Source: an optimization exercise on an open RTL-to-GDS flow (aim: a short achievable clock period and few clock cycles). Production flows keep margins and buffers that such runs may drop. Where RTL was checked, it was by simulation tests only, not by an equivalence proof against the original.

==> inputs of run a <==
Design cpu_core, start of the top module:
module cpu_core (
	input  logic  clk,
	input  logic  rst_n,
	output word_t instr_addr,
	input  word_t instruction,
	output word_t address,
	output word_t writedata,
	output logic  wren,
	output logic  request,
	input  word_t readdata,
	input  logic  response
);
	localparam int MSB = 32 - 1;
	logic  v;           
	logic  half;        
	logic  wait_ld;     
	word_t ir_addr;     
	word_t fa;          
	half_t cur;         
	half_t lowh;        
	assign instr_addr = fa;
	logic [7:0] ahot, bhot;
	logic d_alu, d_add, d_adc, d_sub, d_and, d_or, d_xor, d_shl, d_shr;
	logic d_movr, d_movl, d_movh, d_movf, d_jmp, d_load, d_store;
	logic d_s;
	logic [3:0] d_cond;
	word_t regs [0:6];
	logic  fl_c, fl_o, fl_s, fl_z;
	flags_t flags;
	assign flags = {fl_z, fl_o, fl_s, fl_c};
	logic      ld_busy;
	logic [6:0] ld_hot;
	word_t ra, rb;
	always_comb begin
		ra = ahot[7] ? ir_addr : '0;
		rb = bhot[7] ? ir_addr : '0;
		for (int i = 0; i < 7; i++) begin
			ra = ra | (ahot[i] ? regs[i] : '0);
			rb = rb | (bhot[i] ? regs[i] : '0);
		end
	end
	logic        arith, sub_ext, cin;
	word_t       rbx;
	logic [32:0] sum;
	word_t       lres;
	word_t       res;
	logic        c_nxt, o_nxt, z_nxt, zadd;
	assign arith = d_add | d_adc | d_sub;
	assign rbx = d_sub ? ~rb : rb;
	assign cin = d_sub | (d_adc & fl_c);
	assign sum = {1'b0, ra} + {1'b0, rbx} + {32'd0, cin};
	assign zadd = (ra ^ rbx) == {ra[MSB-1:0] | rbx[MSB-1:0], cin};
	always_comb begin
		lres = '0;
		if (d_and) lres = lres | (ra & rb);
		if (d_or) lres = lres | (ra | rb);
		if (d_xor) lres = lres | (ra ^ rb);
		if (d_shl) lres = lres | {rb[MSB-1:0], 1'b0};
		if (d_shr) lres = lres | {1'b0, rb[MSB:1]};
		res = arith ? sum[MSB:0] : lres;
		c_nxt = arith ? (sum[32] ^ d_sub) : ((d_shl & rb[MSB]) | (d_shr & rb[0]));
  ...
==> flow/config.mk <==
export PLATFORM = sky130hd
export DESIGN_NAME = cpu_core
export DESIGN_NICKNAME = cpu_core
export VERILOG_FILES = /design/flow/design.v
export SDC_FILE = /design/flow/constraint.sdc
export NUM_CORES = 4
export LEC_CHECK = 0
export CAP_MARGIN = 20
export CORE_MARGIN = 2
export CORE_UTILIZATION = 40
export SLEW_MARGIN = 20
==> flow/constraint.sdc <==
create_clock -name core_clock -period 12.0 [get_ports {clk}]
set_input_delay 2.4000 -clock core_clock [delete_from_list [all_inputs] [get_ports {clk}]]
set_output_delay 2.4000 -clock core_clock [all_outputs]
set_load 0.01 [all_outputs]
standard.sh (not shown) runs the stock make flow with config.mk's settings and CLKGATE_MAP_FILE= SYNTH_SCRIPT=/design/flow/synth_recipe.tcl, a recipe that flattens the netlist after the stock synthesis.
==> flow/flow/run.sh <==
#!/bin/bash
set -euo pipefail
cd "$(dirname "$0")/.."
export SETUP_SLACK_MARGIN=${MARGIN:-8.5}
bash standard.sh > standard_flow.log 2>&1
==> inputs of run b, as changes to run a <==
--- a/flow/design.v
+++ b/flow/design.v
@@ -136,13 +136,13 @@
 	end
 	logic take;
 	assign take = d_cond[0] | (d_cond[1] & fl_z) | (d_cond[2] & fl_c) | (d_cond[3] & fl_s);
 	logic d_mov;
 	assign d_mov = d_movr | d_movl | d_movh | d_movf;
 	logic reads_a, reads_b, writes_a, hazard;
-	assign reads_a = d_add | d_adc | d_sub | d_and | d_or | d_xor | d_movl | d_movh | d_store | d_jmp;
+	assign reads_a = d_add | d_adc | d_sub | d_and | d_or | d_xor | d_movl | d_movh | d_store;
 	assign reads_b = d_alu | d_movr | d_load | d_store;
 	assign writes_a = (d_alu & d_s) | d_mov | d_load;
 	assign hazard = ld_busy & ((((reads_a | writes_a) & |(ahot[6:0] & ld_hot))) |
 		(reads_b & |(bhot[6:0] & ld_hot)));
 	logic d_mem, stall, go;
 	assign d_mem = d_load | d_store;
==> notes <==
Between run a and run b, the lower synthesized cell count is in run a (gap 12%, measured against run b). Global-route usage: run a is higher than run b (0.21 points). Flip-flop and latch count is the same in run b and run a. Of run a and run b, run b has the higher via count (gap 3.9%, measured against run b). Of run b and run a, run b has the higher die area (gap 1.6%, measured against run a). In run b the worst setup slack is worse than in run a, by 0.36 ns.
Testbench counts of run a, summed over its fixed seeds: cycles 103,765.
The RTL of run b was laid out without a check of its function.

-- separate check: timing with driven ports --
Ports are ideal in the flow. The routed layouts listed here were re-timed in OpenROAD. Step 1 assumes that a clkbuf_16 drives the clock port and a buf_2 every other input. Step 2 times the ports against the registers' clock, not the clock port: input delays grow and output delays shrink by t, the midpoint of the rising clock arrivals with the driver on. Slacks: ideal / step 1 / step 2; pairs: ideal / step 1.
run	shift t [ns]	setup slack, ns	cell pins on the clock port's net
run a	0.686	7.858 / 7.858 / 7.694	1
run b	0.698	7.498 / 7.498 / 7.498	1
After both steps setup and hold are still met in every run listed. The setup slack of run a, which loses most, moves by 0.000 ns with the drivers and by -0.164 ns with both steps.
